From an optimization exercise on the open Yosys and OpenROAD flow, aimed at small area; shortcuts taken in it are not production practice.
The RTL was checked by simulation tests, not by an equivalence proof against the original design.
Power is estimated from default activity; no workload was simulated.

$ cat flow/run.sh
#!/bin/bash
# Standard ORFS layout with three changes: small port buffers (buf_1), a clock tree without
# dummy loads, and, after global placement, the cache's shift-enable net driven by a tree of
# buf_4 cells placed at the centroids of their load clusters (flow/de_tree.py).
set -euo pipefail
R=$PWD/orfs/results/sky130hd/mcdf_formatter/base
ARGS=(
  "BUFFER_PORTS_ARGS=-buffer_cell sky130_fd_sc_hd__buf_1"
  "RECOVER_POWER=100"
  "CTS_ARGS=-sink_clustering_enable -repair_clock_nets -dont_use_dummy_load -buf_list sky130_fd_sc_hd__clkbuf_8 -sink_clustering_size 21 -sink_clustering_max_diameter 60"
)
bash standard.sh "${ARGS[@]}" "$R/3_3_place_gp.odb" > orfs_to_gp.log 2>&1
openroad -python -no_init -exit flow/de_tree.py "$R/3_3_place_gp.odb" "$R/3_3_place_gp.odb" 16 sky130_fd_sc_hd__buf_4 > de_tree.log 2>&1
bash standard.sh "${ARGS[@]}" finish > orfs_finish.log 2>&1
$ cat flow/de_tree.py
# Rebuild the buffer tree of the net that drives the cache's shift-enable (DE) pins:
# remove existing buffers on it, then drive the DE pins from K buffers placed at the
# centroids of K location clusters (recursive median bisection).
import sys, odb
src, dst, K, cell = sys.argv[1], sys.argv[2], int(sys.argv[3]), sys.argv[4]
db = odb.dbDatabase.create()
odb.read_db(db, src)
block = db.getChip().getBlock()

def is_buf(inst):
    n = inst.getMaster().getName()
    return any(n.startswith('sky130_fd_sc_hd__' + p) for p in ('buf_', 'clkbuf_'))

def driver(net):
    for it in net.getITerms():
        if it.isOutputSignal():
            return it
    return None

de_nets = set()
for inst in block.getInsts():
    if inst.getMaster().getName().startswith('sky130_fd_sc_hd__edfxtp'):
        de_nets.add(inst.findITerm('DE').getNet().getName())
# walk up through buffers to the root net
import collections
roots = collections.Counter(); bufs_of = collections.defaultdict(set)
for inst in block.getInsts():
    if not inst.getMaster().getName().startswith('sky130_fd_sc_hd__edfxtp'):
        continue
    net = inst.findITerm('DE').getNet()
    chain = []
    while True:
        d = driver(net)
        if d is None or not is_buf(d.getInst()) or d.getInst().getName().startswith(('input', 'output')):
            break
        chain.append(d.getInst().getName())
        net = d.getInst().findITerm('A').getNet()
    roots[net.getName()] += 1
    bufs_of[net.getName()].update(chain)
rname = roots.most_common(1)[0][0]
print('roots', roots)
bufs = bufs_of[rname]
root = block.findNet(rname)
# collect all sinks reachable through the buffers
sinks = []
def collect(net):
    for it in list(net.getITerms()):
        if it.isOutputSignal():
            continue
        inst = it.getInst()
        if inst.getName() in bufs:
            collect(inst.findITerm('X').getNet())
        else:
            sinks.append(it)
collect(root)
print('root', root.getName(), 'buffers removed', len(bufs), 'sinks', len(sinks))
for it in sinks:
    it.disconnect()
for b in bufs:
    inst = block.findInst(b)
    nets = [it.getNet() for it in inst.getITerms() if it.getNet() is not None and it.getSigType() not in ('POWER', 'GROUND')]
    odb.dbInst.destroy(inst)
    for n in nets:
        if n.getName() != root.getName() and len(list(n.getITerms())) == 0 and len(list(n.getBTerms())) == 0:
            odb.dbNet.destroy(n)

def loc(it):
    b = it.getInst().getBBox()
    return ((b.xMin() + b.xMax()) // 2, (b.yMin() + b.yMax()) // 2)

groups = [sinks]
while len(groups) < K:
    groups.sort(key=len, reverse=True)
    g = groups.pop(0)
    xs = [loc(i)[0] for i in g]; ys = [loc(i)[1] for i in g]
    axis = 0 if (max(xs) - min(xs)) >= (max(ys) - min(ys)) else 1
    g = sorted(g, key=lambda i: loc(i)[axis])
    h = len(g) // 2
    groups += [g[:h], g[h:]]
master = db.findMaster(cell)
for k, g in enumerate(groups):
    cx = sum(loc(i)[0] for i in g) // len(g); cy = sum(loc(i)[1] for i in g) // len(g)
    inst = odb.dbInst.create(block, master, 'de_buf_%d' % k)
    net = odb.dbNet.create(block, 'de_net_%d' % k)
    inst.findITerm('A').connect(root)
    inst.findITerm('X').connect(net)
    for it in g:
        it.connect(net)
    inst.setLocation(cx, cy)
    inst.setPlacementStatus('PLACED')
    print('group', k, len(g))
odb.write_db(db, dst)
$ cat standard.sh
#!/bin/bash
# synth_recipe.tcl (not shown) runs the flow's synth.tcl, then flattens the netlist and writes it again
# the make line also repeats each setting of config.mk as NAME=value (left out here)
make -C /OpenROAD-flow-scripts/flow DESIGN_CONFIG=/design/flow/config.mk WORK_HOME=/design/flow/orfs CLKGATE_MAP_FILE= SYNTH_SCRIPT=/design/flow/synth_recipe.tcl "${@:-finish}"
$ cat config.mk
export PLATFORM = sky130hd
export DESIGN_NAME = mcdf_formatter
export DESIGN_NICKNAME = mcdf_formatter
export VERILOG_FILES = /design/flow/design.v
export SDC_FILE = /design/flow/constraint.sdc
export NUM_CORES = 4
export LEC_CHECK = 0
export CAP_MARGIN = 0
export CORE_MARGIN = 2
export CORE_UTILIZATION = 65
export SLEW_MARGIN = 0
$ cat constraint.sdc
create_clock -name core_clock -period 5.0 [get_ports {clk}]
set_input_delay 1.0000 -clock core_clock [delete_from_list [all_inputs] [get_ports {clk}]]
set_output_delay 1.0000 -clock core_clock [all_outputs]
set_load 0.01 [all_outputs]
$ cat design.v
package mcdf_fmt_pkg;
  localparam int DATA_WIDE       = 32;
  localparam int CACHE_PTR_WIDE  = 6;
  localparam int FMT_CACHE_DEPTH = 32;
  typedef enum logic [2:0] {
    ST_CHECK0     = 3'd0,
    ST_CHECK      = 3'd1,
    ST_HAND_SHAKE = 3'd2,
    ST_SENT_START = 3'd3,
    ST_DATA_SENT  = 3'd4,
    ST_SENT_END   = 3'd5,
    ST_FLAG_CLR   = 3'd6
  } fmt_state_e;
  function automatic logic [1:0] len_code(input logic [2:0] code);
    case (code)
      3'd0:    len_code = 2'd0;
      3'd1:    len_code = 2'd1;
      3'd2:    len_code = 2'd2;
      default: len_code = 2'd3;
    endcase
  endfunction
endpackage
module fmt_cache
(
  input  logic                                clk,
  input  logic                                i_shift,
  input  logic [mcdf_fmt_pkg::DATA_WIDE-1:0]  i_wdata,
  input  logic [3:0]                          i_tap,     
  output logic [mcdf_fmt_pkg::DATA_WIDE-1:0]  o_rdata
);
  logic [mcdf_fmt_pkg::DATA_WIDE-1:0] r_mem [mcdf_fmt_pkg::FMT_CACHE_DEPTH];
  always_ff @(posedge clk) begin
    if (i_shift) begin
      r_mem[0] <= i_wdata;
      for (int i = 1; i < mcdf_fmt_pkg::FMT_CACHE_DEPTH; i++) r_mem[i] <= r_mem[i-1];
    end
  end
  assign o_rdata = ({mcdf_fmt_pkg::DATA_WIDE{i_tap[0]}} & r_mem[3])
                 | ({mcdf_fmt_pkg::DATA_WIDE{i_tap[1]}} & r_mem[7])
                 | ({mcdf_fmt_pkg::DATA_WIDE{i_tap[2]}} & r_mem[15])
                 | ({mcdf_fmt_pkg::DATA_WIDE{i_tap[3]}} & r_mem[31]);
endmodule
module mcdf_formatter
(
  input  logic                      clk,
  input  logic                      rst_n,
  input  logic [1:0]                fmt_uplink_chid,
  input  logic [2:0]                fmt_fifo0_length,
  input  logic [2:0]                fmt_fifo1_length,
  input  logic [2:0]                fmt_fifo2_length,
  input  logic                      fmt_grant,
  input  logic                      fmt_uplink_valid,
  input  logic [mcdf_fmt_pkg::DATA_WIDE-1:0]      fmt_data_in,
  output logic                      fmt_uplink_ready,
  output logic [1:0]                fmt_chid,
  output logic [mcdf_fmt_pkg::CACHE_PTR_WIDE-1:0] fmt_length,
  output logic                      fmt_req,
  output logic                      fmt_start,
  output logic                      fmt_end,
  output logic [mcdf_fmt_pkg::DATA_WIDE-1:0]      fmt_data
);
  logic       r_check;   
  logic       r_hs;      
  logic       r_ss;      
  logic       r_ds;      
  logic       r_se;      
  logic [4:0] r_cnt;     
  logic [2:0] r_len3;    
  logic [3:0] r_len;     
  logic [1:0] r_chid;    
  logic       w_open;
  logic       w_accept;
  logic       w_last;
  logic       w_send;
  logic       w_show;
  logic       w_shift;
  logic [2:0] w_len_code;
  assign r_len = {~|r_len3, r_len3};
  assign w_open   = (r_cnt != 5'd0);
  assign w_accept = fmt_uplink_valid & r_check & ((fmt_uplink_chid != 2'd0) | w_open);
  always_comb begin
    case (fmt_uplink_chid)
      2'd1:    w_len_code = fmt_fifo0_length;
      2'd2:    w_len_code = fmt_fifo1_length;
      2'd3:    w_len_code = fmt_fifo2_length;
      default: w_len_code = 3'd0;
    endcase
  end
  assign w_last = (r_cnt[1:0] == 2'b11)
                & (r_cnt[2] == ~r_len[0])
                & (r_cnt[3] == (r_len[2] | r_len[3]))
                & (r_cnt[4] == r_len[3]);
  assign w_send  = r_ss | r_ds | r_se;
  assign w_show  = r_hs | w_send;
  assign w_shift = w_accept | r_ss | r_ds;
  fmt_cache u_cache (
    .clk     (clk),
    .i_shift (w_shift),
    .i_wdata (fmt_data_in),
    .i_tap   (r_len & {4{w_send}}),
    .o_rdata (fmt_data)
  );
  always_ff @(posedge clk) begin
    if (r_check & ~w_open) begin
      r_chid <= fmt_uplink_chid;
      r_len3 <= 3'b001 << mcdf_fmt_pkg::len_code(w_len_code);
    end
  end
  always_ff @(posedge clk or posedge rst_n) begin
    if (rst_n) begin
      r_check <= 1'b0;
      r_hs    <= 1'b0;
      r_ss    <= 1'b0;
      r_ds    <= 1'b0;
      r_se    <= 1'b0;
      r_cnt   <= '0;
    end else begin
      r_check <= (r_check & ~(w_accept & w_open & w_last))
               | ~(r_check | r_hs | r_ss | r_ds | r_se);
      r_hs    <= (r_check & w_accept & w_open & w_last) | (r_hs & ~fmt_grant);
      r_ss    <= r_hs & fmt_grant;
      r_ds    <= r_ss | (r_ds & ~w_last);
      r_se    <= r_ds & w_last;
      if (w_accept | r_ss | r_ds) r_cnt <= r_cnt + 5'd1;
      else if (r_hs)              r_cnt <= 5'd1;
      else if (r_se)              r_cnt <= 5'd0;
    end
  end
  assign fmt_uplink_ready = r_check;
  assign fmt_req          = r_hs;
  assign fmt_start        = r_ss;
  assign fmt_end          = r_se;
  assign fmt_chid         = r_chid & {2{w_show}};
  assign fmt_length       = {r_len & {4{w_show}}, 2'b00};
endmodule
==> metrics.cfg, run 1 <==
[run_status]
status = failed layout checks
violatedChecks = capacitance limit, slew limit

[place]
post_dp_cell_area_sq_um = 33600
dp_slack_ns = 1.69
dp_hpwl_um = 22100
gp_congestion = 0.709
placed_cells = 1978
io_buffers = 88

[worst_hold_path]
hold_class = input pin to async pin

[power_and_ir_drop]
ir_drop_mv = 0.412
swShare = 0.241
intPower_w = 0.0174
switchingPower_w = 0.00552
p_comb_frac = 0.094
clkPwrFrac = 0.142
p_per_area_nw_per_um2 = 666
p_seq_frac = 0.765
leakagePower_nw = 11.5

[yosys]
synth.area.top_cells = edfxtp_1 (96%), a22oi_1 (1.5%), dfrtp_1 (0.77%)
syn-mean-instance-area_sq_um = 26.5
async_reset_ff_frac = 0.00962
yosysTopAreaCellShare = 0.956
synth_top_area_cell = edfxtp_1
ys_ff_latch = 1039
synth-edff-count = 1029
synth.distinct_cells = 39
seq_area_frac_synth = 0.963
synth_ff_type = edfxtp_1
synth_cells = 1222
syn-cell-area_sq_um = 32300
ys_warn_count = 3

[global_route]
grtUsageTotal = 0.165
grt_max_degree = 66
overflow = 0
grt_pass1_vias = 10800
grt_pass1_wl_um = 62800
antenna_found_initial = 1

[clocking]
cts_tree = done
clock_path_buffers = 3
cts_inserted_buffers = 57
cts_sinks = 1039
post_cts_buffers = 0
post_cts_resize_count = 0
clock_latency_ns = 0.69
clkSlewWorstSetupHoldPaths_ns = 0.12
htreeDepth = 2
hold_buffers = 0
cts-root-buf = clkbuf_8

[floorplanning]
die-area_sq_um = 51500
row_count = 81
die_y_um = 227
fp.dieW_um = 227
pin_count = 91
start_util = 0.659
core_sq_um = 49100

[timing]
fin_ws_ns = 0.707
hold_ws_ns = 0.251
worstMarginPinSlew_ns = 1.52
final_hold_viol_count = 0
fmax_mhz = 233
setup_violations = 0
fin_worst_skew_ns = 0.0399
rsz0062_at_grt = false
relSlewSlack = -0.0128
drv_slew = 65
timing.final.crit_share = 0.859
fin_crit_ns = 4.29

[setup_path]
regToRegEndpoint = u_cache.r_mem[15][10]
r2r_slack_ns = 0.79
worstPathMaxFanout = 20
end_kind = output port
r2r-start = r_cnt[0]
cp-start-kind = register
critPathKind = register to output port
rr_worst_depth = 6
arrival_ns = 3.29
worstPathRequired_ns = 4.00

[route]
first_pass_iters = 5
drtAntennaViolNets = 0
initialDrtViolationCount = 1237
route.detailed.drc = 0
drt-total-wl_um = 42200
routedWlPerCell_um = 20.8
via_per_inst = 5.57
vias = 11300

[layout]
final_nets = 1422
area_growth_syn_to_layout_pct = 6.25
fin_area_sq_um = 34400
finalNonFillerCells = 2035
layout_commonest_cell = edfxtp_1
utilization = 0.700
final_cell_mix = edfxtp_1 (1029), buf_1 (87), a22oi_1 (66)
antennaDiodeCount = 0
drive_gt1_frac = 0.0664

[run]
maxCapViolCount = 7

==> cell usage after synthesis, types with 2 or more instances <==
cell type and count:
buf_2 2, mux2_2 3, ha_1 2, a22o_1 2, and2_1 7, clkbuf_1 15
nor4_1 4, inv_1 6, buf_4 2, dfrtp_1 10, nand2_1 34, edfxtp_1 1029
xor2_1 2, a22oi_1 66, o21a_1 3, nor2_1 8, nor2b_1 5
==> layer usage <==
metal  vias to the layer above  GRT usage  wire length [um]  share of wire
li1                       5177          -                 -              -
met1                      5873      0.275             21000           0.50
met2                       222      0.229             18400           0.43
met3                        67     0.0350              1970          0.047
met4                         0     0.0441               876          0.021
met5                         -          0                 0              0
==> logic make-up (layout without fill, tap and decap cells) <==
logic type | after synthesis | after routing | share of synthesized area
compound gates | 81 | 81 | 0.0194
xor+xnor | 3 | 3 | 0.000813
fa+ha+maj | 2 | 2 | 0.000774
buf+inv | 25 | 173 | 0.00321
flops | 1039 | 1039 | 0.963
mux | 4 | 4 | 0.00135
other cells | 1 | 2 | 0.000116
simple gates | 67 | 67 | 0.0109
==> power groups by stage <==
| stage | clock network (W) | logic, W | registers (W) |
|---|---|---|---|
| final | 0.00324 | 0.00214 | 0.0175 |
| after global routing | 0.00370 | 0.00241 | 0.0180 |
| after floorplan | 0 | 0.00143 | 0.0175 |
| after detailed placement | 0 | 0.00227 | 0.0175 |
| after global placement | 0 | 0.00234 | 0.0175 |
| after CTS | 0.00342 | 0.00226 | 0.0175 |
==> per-stage QoR <==
stage | TNS, ns | total power [W]
2_1_floorplan | -3972.19 | 0.0189
3_3_place_gp | 0 | 0.0198
3_5_place_dp | 0 | 0.0198
4_1_cts | 0 | 0.0232
5_1_grt | 0 | 0.0241
6_report | 0 | 0.0229
==> critical path, cell delays in order, from the launching register on <==
cell and delay, ns:
dfrtp_1 0.52, nor3_2 0.17, nor2b_2 1.01, buf_4 0.42, a22oi_1 0.13, nand2_1 0.14, buf_1 0.18
==> final cells by class <==
cell class | count | area [sq um]
inverter | 6 | 22.5
multi-input combinational | 159 | 1110
timing repair buffer | 94 | 372
tap | 664 | 831
clock buffer | 57 | 785
fill | 2985 | 14700
buffer | 16 | 80.1
sequential | 1039 | 31100
==> flip-flops by register name (all words and copies together), names as in the netlist <==
register	count
u_cache.r_mem	1024
r_se	1
r_hs	1
r_ds	1
r_check	1
r_len3	3
r_cnt	5
r_chid	2
r_ss	1
==> worst max path at each step <==
stage	from	to	slack, ns	cells after the start
CTS	r_ss	fmt_data[4]	0.99	6
floorplan	fmt_uplink_valid	r_cnt[1]	-4.07	4
detailed placement	fmt_uplink_chid[0]	u_cache.r_mem[25][26]	1.69	5
global placement	fmt_uplink_chid[0]	u_cache.r_mem[28][19]	1.71	5
finish	r_ss	fmt_data[4]	0.71	6
global route	r_ss	fmt_data[4]	0.50	6
==> run 2: changes to the inputs <==
--- a/flow/run.sh
+++ b/flow/run.sh
@@ -7,5 +7,4 @@
 ARGS=(
   "BUFFER_PORTS_ARGS=-buffer_cell sky130_fd_sc_hd__buf_1"
-  "RECOVER_POWER=100"
   "CTS_ARGS=-sink_clustering_enable -repair_clock_nets -dont_use_dummy_load -buf_list sky130_fd_sc_hd__clkbuf_8 -sink_clustering_size 21 -sink_clustering_max_diameter 60"
 )
==> run 2 against run 1 <==
Effect of this change:
- the run now finishes clean
- utilization grew 0.14 points
- die area is the same
- clock-buffer cell count is the same
- global-route usage is the same
- cell count is the same
- clock power is essentially flat
- synthesized area is the same
- fmax grew 8.4%
- worst hold slack lost 0.0015 ns
- total power shrank 0.17%
- synthesized cell count is the same
- routed wire length shrank 0.30%
==> metrics.cfg, run 2 <==
[setup_path]
critPathKind = register to output port
r2r_slack_ns = 2.35  ; +1.56 ns
crit_end = fmt_data[4]
worstPathRequired_ns = 4.00  ; about the same
worstPathMaxFanout = 20  ; unchanged
rr_worst_depth = 7  ; +1
crit_slowest_cell = nor3_2
r2r-start = r_cnt[0]
arrival_ns = 2.96  ; -0.33 ns
critPathMaxStageDelay_ns = 0.62  ; -0.39 ns
end_kind = output port
cp-start-kind = register
regToRegEndpoint = r_cnt[1]
critical_path.cell_chain = nor3_2 -> nor2b_4 -> buf_4 -> a22oi_1 -> nand2_1 -> buf_1
critPathLaunch = r_ss

[timing]
fmax_mhz = 253  ; +8.4%
setup_violations = 0  ; unchanged
timing.final.crit_share = 0.792  ; -0.0667
drv_slew = 0  ; -100%
fin_crit_ns = 3.96  ; -0.333 ns
tns_ns = 0  ; unchanged
fin_worst_skew_ns = 0.0405  ; +0.000594 ns
hold_ws_ns = 0.249  ; -0.00152 ns
relSlewSlack = 0.456  ; +0.468
final_hold_viol_count = 0  ; unchanged
rsz0062_at_grt = false
fin_ws_ns = 1.04  ; +0.333 ns
worstMarginPinSlew_ns = 0.815  ; -0.704 ns

[power_and_ir_drop]
total_power_w = 0.0229  ; -0.17%
leakagePower_nw = 11.6  ; +0.24%
ir_drop_mv = 0.410  ; -0.51%
switchingPower_w = 0.00554  ; +0.23%
clkPwrFrac = 0.142  ; about the same
p_seq_frac = 0.762  ; -0.003
swShare = 0.242  ; +0.000974
p_comb_frac = 0.096  ; +0.002
p_per_area_nw_per_um2 = 664  ; -0.38%
intPower_w = 0.0173  ; -0.30%

[floorplanning]
die_y_um = 227  ; unchanged
start_util = 0.659  ; unchanged
row_count = 81  ; unchanged
die-area_sq_um = 51500  ; unchanged
fp.dieW_um = 227  ; unchanged
pin_count = 91  ; unchanged
core_sq_um = 49100  ; unchanged

[yosys]
synth_mux_area_frac = 0.00135  ; unchanged
synth_commonest_cells = edfxtp_1 (1029), a22oi_1 (66), nand2_1 (34)
synth_ff_type = edfxtp_1
async_reset_ff_frac = 0.00962  ; unchanged
synth-simple-area-share = 0.0109  ; unchanged
yosysTopAreaCellShare = 0.956  ; unchanged
synth_compound_area_frac = 0.0194  ; unchanged
synth-edff-count = 1029  ; unchanged
synth_top_area_cell = edfxtp_1
syn-mean-instance-area_sq_um = 26.5  ; unchanged
synth.area.top_cells = edfxtp_1 (96%), a22oi_1 (1.5%), dfrtp_1 (0.77%)
ys_warn_count = 3  ; unchanged
ys_ff_latch = 1039  ; unchanged
synth.distinct_cells = 39  ; unchanged
synth_xor_area_frac = 0.000813  ; unchanged
synth_most_common_cell = edfxtp_1
seq_area_frac_synth = 0.963  ; unchanged
synth_top_family_by_area = compound AO/OA/AOI/OAI gates
synth_cells = 1222  ; unchanged
syn-cell-area_sq_um = 32300  ; unchanged
synth_fa_ha_area_frac = 0.000774  ; unchanged

[global_route]
overflow = 0  ; unchanged
grtUsageTotal = 0.165  ; unchanged
grt_max_degree = 66  ; unchanged
grt_pass1_wl_um = 62800  ; unchanged
grt_pass1_vias = 10800  ; unchanged
antenna_found_initial = 1  ; unchanged

[route]
via_per_inst = 5.57  ; about the same
route.detailed.drc = 0  ; unchanged
drt-total-wl_um = 42100  ; -0.30%
initialDrtViolationCount = 1282  ; +3.6%
drtAntennaViolNets = 0  ; unchanged
first_pass_iters = 6  ; +1
routedWlPerCell_um = 20.7  ; -0.30%
vias = 11300  ; -0.044%

[layout]
ff_latch_area_sq_um = 31100  ; unchanged
layout_commonest_cell = edfxtp_1
top_register = u_cache.r_mem
antennaDiodeCount = 0  ; unchanged
reg.largest.list = u_cache.r_mem x1024, r_cnt x5, r_len3 x3
area_growth_syn_to_layout_pct = 6.47
drive_gt1_frac = 0.0693  ; +0.00292
final_nets = 1422  ; unchanged
multi_input_area_sq_um = 1140  ; +2.4%
largest_reg_flops = 1024  ; unchanged
final_cell_mix = edfxtp_1 (1029), buf_1 (88), a22oi_1 (66)
nFillCells = 2976  ; -0.30%
finalNonFillerCells = 2035  ; unchanged

[place]
io_buffers = 88  ; unchanged
dp_hpwl_um = 22100  ; unchanged
placed_cells = 1978  ; unchanged
gp_congestion = 0.709  ; unchanged
dp_slack_ns = 1.69  ; unchanged

[worst_hold_path]
hold_class = input pin to async pin

[clocking]
clock_path_buffers = 3  ; unchanged
post_cts_resize_count = 0  ; unchanged
hold_buffers = 0  ; unchanged
cts_inserted_buffers = 57  ; unchanged
clock_latency_ns = 0.69  ; about the same
htreeDepth = 2  ; unchanged
clkSlewWorstSetupHoldPaths_ns = 0.12  ; about the same
cts-root-buf = clkbuf_8
post_cts_buffers = 0  ; unchanged
cts_tree = done
cts_sinks = 1039  ; unchanged

[run_status]
status = no timing/DRC/antenna violations

[run]
maxCapViolCount = 0  ; -7

-- run 2: cell type report --
class | instances | area share
sequential | 1039 | 0.905
clock buffer | 57 | 0.0228
buffer | 16 | 0.00349
tap | 664 | 0.0241
multi-input combinational | 159 | 0.0331
inverter | 6 | 0.000654
timing repair buffer | 94 | 0.0109
-- run 2: worst min-delay path by stage --
stage / from / endpoint / slack, ns / cells past startpoint
global route: rst_n / r_ss / 0.23 / 2
detailed placement: u_cache.r_mem[9][17] / u_cache.r_mem[10][17] / 0.40 / 0
finish: rst_n / r_ss / 0.25 / 2
floorplan: u_cache.r_mem[9][0] / u_cache.r_mem[10][0] / 0.40 / 0
CTS: rst_n / r_ss / 0.22 / 2
global placement: u_cache.r_mem[13][13] / u_cache.r_mem[14][13] / 0.40 / 0
-- run 2: cell families (layout without fill, tap and decap cells) --
family | count (synthesis) | after routing
AO/OA/AOI/OAI | 81 | 81
XOR/XNOR | 3 | 3
adder cells (fa/ha/maj) | 2 | 2
buffers and inverters | 25 | 173
flip-flops | 1039 | 1039
multiplexers | 4 | 4
other | 1 | 2
AND/OR/NAND/NOR | 67 | 67
-- run 2: power groups by stage --
stage | clock, W | combinational (W) | sequential (W)
final | 0.00325 | 0.00219 | 0.0174
after global routing | 0.00370 | 0.00246 | 0.0179
after CTS | 0.00342 | 0.00226 | 0.0175
after detailed placement | 0 | 0.00227 | 0.0175
after global placement | 0 | 0.00234 | 0.0175
after floorplan | 0 | 0.00143 | 0.0175
-- run 2: critical path, delay by kind of cell, from the launching register on --
family	cells	cell delay, ns
buffers and inverters	2	0.47
and+or+nand+nor	3	1.07
AOI/OAI and AO/OA	1	0.21
DFF	1	0.50
-- run 2: layer usage --
layer	vias to the layer above	GRT usage	routed length, um
met4	0	0.0441	865
met2	220	0.229	18200
li1	5173	-	-
met5	-	0	0
met3	65	0.0350	2100
met1	5876	0.275	21000
-- run 2: metrics by stage --
step / area (sq um) / util
final: 34400 / 0.702
after global routing: 34400 / 0.702
after detailed placement: 33600 / 0.686
after global placement: 33800 / 0.689
after floorplan: 32400 / -
after CTS: 34400 / 0.702
==> run 3: changes to the inputs <==
--- a/design.v
+++ b/design.v
@@ -66,5 +66,4 @@
   logic       r_se;      
   logic [4:0] r_cnt;     
-  logic [2:0] r_len3;    
   logic [3:0] r_len;     
   logic [1:0] r_chid;    
@@ -76,5 +75,4 @@
   logic       w_shift;
   logic [2:0] w_len_code;
-  assign r_len = {~|r_len3, r_len3};
   assign w_open   = (r_cnt != 5'd0);
   assign w_accept = fmt_uplink_valid & r_check & ((fmt_uplink_chid != 2'd0) | w_open);
@@ -104,5 +102,5 @@
     if (r_check & ~w_open) begin
       r_chid <= fmt_uplink_chid;
-      r_len3 <= 3'b001 << mcdf_fmt_pkg::len_code(w_len_code);
+      r_len  <= 4'b0001 << mcdf_fmt_pkg::len_code(w_len_code);
     end
   end
==> flow/run.sh (replaced) <==
#!/bin/bash
# Standard ORFS layout with three changes: small port buffers (buf_1), a clock tree without
# dummy loads, and, after global placement, the cache's shift-enable net driven by a tree of
# buf_2 cells placed at the centroids of their load clusters (flow/de_tree.py).
set -euo pipefail
R=$PWD/orfs/results/sky130hd/mcdf_formatter/base
ARGS=(
  "BUFFER_PORTS_ARGS=-buffer_cell sky130_fd_sc_hd__buf_1"
  "CTS_ARGS=-sink_clustering_enable -repair_clock_nets -dont_use_dummy_load -buf_list sky130_fd_sc_hd__clkbuf_8 -sink_clustering_size 21 -sink_clustering_max_diameter 60"
)
bash standard.sh "${ARGS[@]}" "$R/3_3_place_gp.odb" > orfs_to_gp.log 2>&1
openroad -python -no_init -exit flow/de_tree.py "$R/3_3_place_gp.odb" "$R/3_3_place_gp.odb" 20 sky130_fd_sc_hd__buf_2 > de_tree.log 2>&1
bash standard.sh "${ARGS[@]}" finish > orfs_finish.log 2>&1
==> run 3 against run 2 <==
Effect of this change:
- cell count is 0.39% higher
- die area hardly changed
- largest power group unchanged
- worst setup slack worse by 0.50 ns
- critical path depth stayed put
- clock-buffer cell count stayed put
- utilization is 0.074 points higher
- synthesized area is 0.10% higher
- synthesized cell count is 0.33% higher
- still clean
- routed wire length is 0.72% lower
- largest cell class unchanged
==> metrics.cfg, run 3 <==
[clocking]
cts_sinks = 1040  ; +0.096%
htreeDepth = 2  ; unchanged
clock_latency_ns = 0.69  ; about the same
cts_tree = done
clock_path_buffers = 3  ; unchanged
cts-root-buf = clkbuf_8
post_cts_buffers = 0  ; unchanged
clkSlewWorstSetupHoldPaths_ns = 0.11  ; about the same
post_cts_resize_count = 0  ; unchanged
hold_buffers = 0  ; unchanged
cts_inserted_buffers = 57  ; unchanged

[timing]
relSlewSlack = 0.0891  ; -0.367
worstMarginPinSlew_ns = 1.36  ; +0.541 ns
fin_crit_ns = 4.46  ; +0.497 ns
setup_violations = 0  ; unchanged
fmax_mhz = 224  ; -11%
fin_worst_skew_ns = 0.0289  ; -0.0116 ns
tns_ns = 0  ; unchanged
rsz0062_at_grt = false
timing.final.crit_share = 0.891  ; +0.0995
drv_slew = 0  ; unchanged
final_hold_viol_count = 0  ; unchanged

[yosys]
ys_ff_latch = 1040  ; +0.096%
synth_cells = 1226  ; +0.33%
synth_commonest_cells = edfxtp_1 (1030), a22oi_1 (64), nand2_1 (34)
async_reset_ff_frac = 0.00962  ; about the same
synth.area.top_cells = edfxtp_1 (96%), a22oi_1 (1.5%), dfrtp_1 (0.77%)
synth_most_common_cell = edfxtp_1
synth_ff_type = edfxtp_1
synth.distinct_cells = 41  ; +5.1%
ys_warn_count = 3  ; unchanged
seq_area_frac_synth = 0.963  ; about the same
syn-cell-area_sq_um = 32400  ; +0.10%
synth_top_area_cell = edfxtp_1
syn-mean-instance-area_sq_um = 26.4  ; -0.23%
synth-edff-count = 1030  ; +0.097%
yosysTopAreaCellShare = 0.956  ; about the same

[power_and_ir_drop]
leakagePower_nw = 11.6  ; +0.27%
p_seq_frac = 0.763  ; about the same
swShare = 0.242  ; -0.000379
p_per_area_nw_per_um2 = 662  ; -0.31%
p_comb_frac = 0.095  ; about the same
switchingPower_w = 0.00552  ; -0.37%
intPower_w = 0.0173  ; -0.16%
clkPwrFrac = 0.142  ; about the same
ir_drop_mv = 0.363  ; -11%

[setup_path]
worstPathRequired_ns = 4.00  ; about the same
cp-start-kind = register
end_kind = output port
worstPathMaxFanout = 18  ; -10%
critPathKind = register to output port
arrival_ns = 3.46  ; +0.50 ns

[route]
route.detailed.drc = 0  ; unchanged
initialDrtViolationCount = 1068  ; -17%
vias = 11300  ; -0.044%
via_per_inst = 5.55  ; -0.44%
drt-total-wl_um = 41800  ; -0.72%
drtAntennaViolNets = 0  ; unchanged
first_pass_iters = 5  ; -1
routedWlPerCell_um = 20.5  ; -1.1%

[layout]
utilization = 0.703  ; +0.000740
fin_area_sq_um = 34500  ; +0.11%
largest_reg_flops = 1024  ; unchanged
reg.largest.list = u_cache.r_mem x1024, r_cnt x5, r_len x4
drive_gt1_frac = 0.0682  ; -0.00108
final_nets = 1429  ; +0.49%
top_register = u_cache.r_mem
area_growth_syn_to_layout_pct = 6.47  ; about the same
nFillCells = 2958  ; -0.60%
final_cell_mix = edfxtp_1 (1030), buf_1 (88), a22oi_1 (64)
finalNonFillerCells = 2043  ; +0.39%
layout_commonest_cell = edfxtp_1

[global_route]
grt_pass1_wl_um = 61700  ; -1.8%
antenna_found_initial = 0  ; -1
grtUsageTotal = 0.162  ; -0.00320
overflow = 0  ; unchanged
grt_pass1_vias = 10800  ; -0.44%
grt_max_degree = 65  ; -1.5%

[place]
dp_hpwl_um = 21900  ; -0.99%
gp_congestion = 0.732  ; +3.2%
post_dp_cell_area_sq_um = 33600  ; about the same
io_buffers = 88  ; unchanged
placed_cells = 1983  ; +0.25%

[floorplanning]
die-area_sq_um = 51600  ; about the same
pin_count = 91  ; unchanged
die_y_um = 227  ; about the same
core_sq_um = 49100  ; unchanged
start_util = 0.660  ; +0.000663
row_count = 81  ; unchanged
fp.dieW_um = 227  ; about the same

[worst_hold_path]
hold_class = input pin to async pin

[run_status]
status = no timing/DRC/antenna violations

[run]
maxCapViolCount = 0  ; unchanged

==> run 3: layout make-up <==
cell class / instances / area [sq um] / share of cell area
antenna: 1 / 2.50 / 0.0000726
buffer: 20 / 108 / 0.00312
clock buffer: 57 / 785 / 0.0228
inverter: 6 / 22.5 / 0.000654
multi-input combinational: 161 / 1130 / 0.0328
sequential: 1040 / 31200 / 0.905
tap: 664 / 831 / 0.0241
timing repair buffer: 94 / 400 / 0.0116
==> run 3: logic make-up (layout without fill, tap and decap cells) <==
logic type	Yosys count	after routing	synth area share
buffers and inverters	26	177	0.00352
DFF	1040	1040	0.963
adders and majority gates	2	2	0.000773
xor gates and xnor gates	3	3	0.000812
AOI/OAI and AO/OA	82	82	0.0193
muxes	4	4	0.00131
and+or+nand+nor	68	68	0.0108
other	1	3	0.000116
==> run 3: worst max-delay path, cell delays in order, from the launching register on <==
cell	delay (ns)
dfrtp_1	0.47
nor3_1	1.10
nor2b_4	0.36
buf_4	0.36
a22oi_1	0.24
nand2_1	0.11
buf_1	0.15
==> run 3: worst paths after layout <==
check,start,endpoint,slack (ns),cells past startpoint
max in group asynchronous,rst_n,r_ss,4.46,2
max reg2reg,r_cnt[0],u_cache.r_mem[25][3],1.96,6
min in group core_clock,u_cache.r_mem[10][7],u_cache.r_mem[11][7],0.41,0
min,rst_n,r_cnt[4],0.26,2
max,r_ss,fmt_data[6],0.54,6
min reg2reg,u_cache.r_mem[10][7],u_cache.r_mem[11][7],0.41,0
==> run 3: power by group through the flow <==
stage                     logic (W)  registers, W  clock network, W
final                       0.00217        0.0174           0.00325
after global routing        0.00243        0.0178           0.00371
after floorplan             0.00143        0.0174                 0
after detailed placement    0.00220        0.0175                 0
after global placement      0.00227        0.0174                 0
after CTS                   0.00219        0.0175           0.00343
==> run 3: metal layers <==
layer  up-vias  track usage  share of wire
li1       5186            -              -
met1      5878        0.278           0.51
met2       225        0.217           0.43
met3        40       0.0359          0.048
met4         0       0.0396          0.015
met5         -            0              0
==> run 3: per-stage QoR <==
stage / setup WS [ns] / hold slack (ns) / total power [W]
finish: 0.543 / 0.257 / 0.0228
global placement: 1.27 / 0.400 / 0.0197
detailed placement: 1.23 / 0.405 / 0.0197
floorplan: -4.07 / 0.400 / 0.0189
global route: 0.277 / 0.261 / 0.0239
CTS: 0.466 / 0.193 / 0.0231

-- static timing again, ports no longer ideal --
The results above use ideal ports. As a check the final layouts listed here were re-extracted and re-timed, cells and wires unchanged.
Step 1 sets driving cells, clkbuf_16 on the clock port and buf_2 on the other inputs (assumed; they add their load-dependent delay and slew).
Step 2 adds t to the input delays and takes it off the output delays; t is the mean of the earliest and latest rising clock arrival at the registers after step 1. Input paths then give back, and output paths get back, about the clock's delay inside the block.
a / b / c = no drivers / after step 1 / after step 2; a / b = the first two.
run | t, ns | setup WS [ns] | hold WS [ns] | worst setup path at the end | slew at the worst register clock pin (ns)
run 1 | 0.722 | 0.707 / 0.655 / 0.467 | 0.251 / 0.220 / 0.375 | input to register | 0.12 / 0.12
run 2 | 0.722 | 1.041 / 0.989 / 1.711 | 0.249 / 0.218 / 0.374 | register to output | 0.12 / 0.12
run 3 | 0.724 | 0.543 / 0.490 / 1.214 | 0.257 / 0.224 / 0.409 | register to output | 0.12 / 0.12
The setup slack of run 1, which loses most, moves by -0.052 ns with the drivers and by -0.240 ns with both steps.
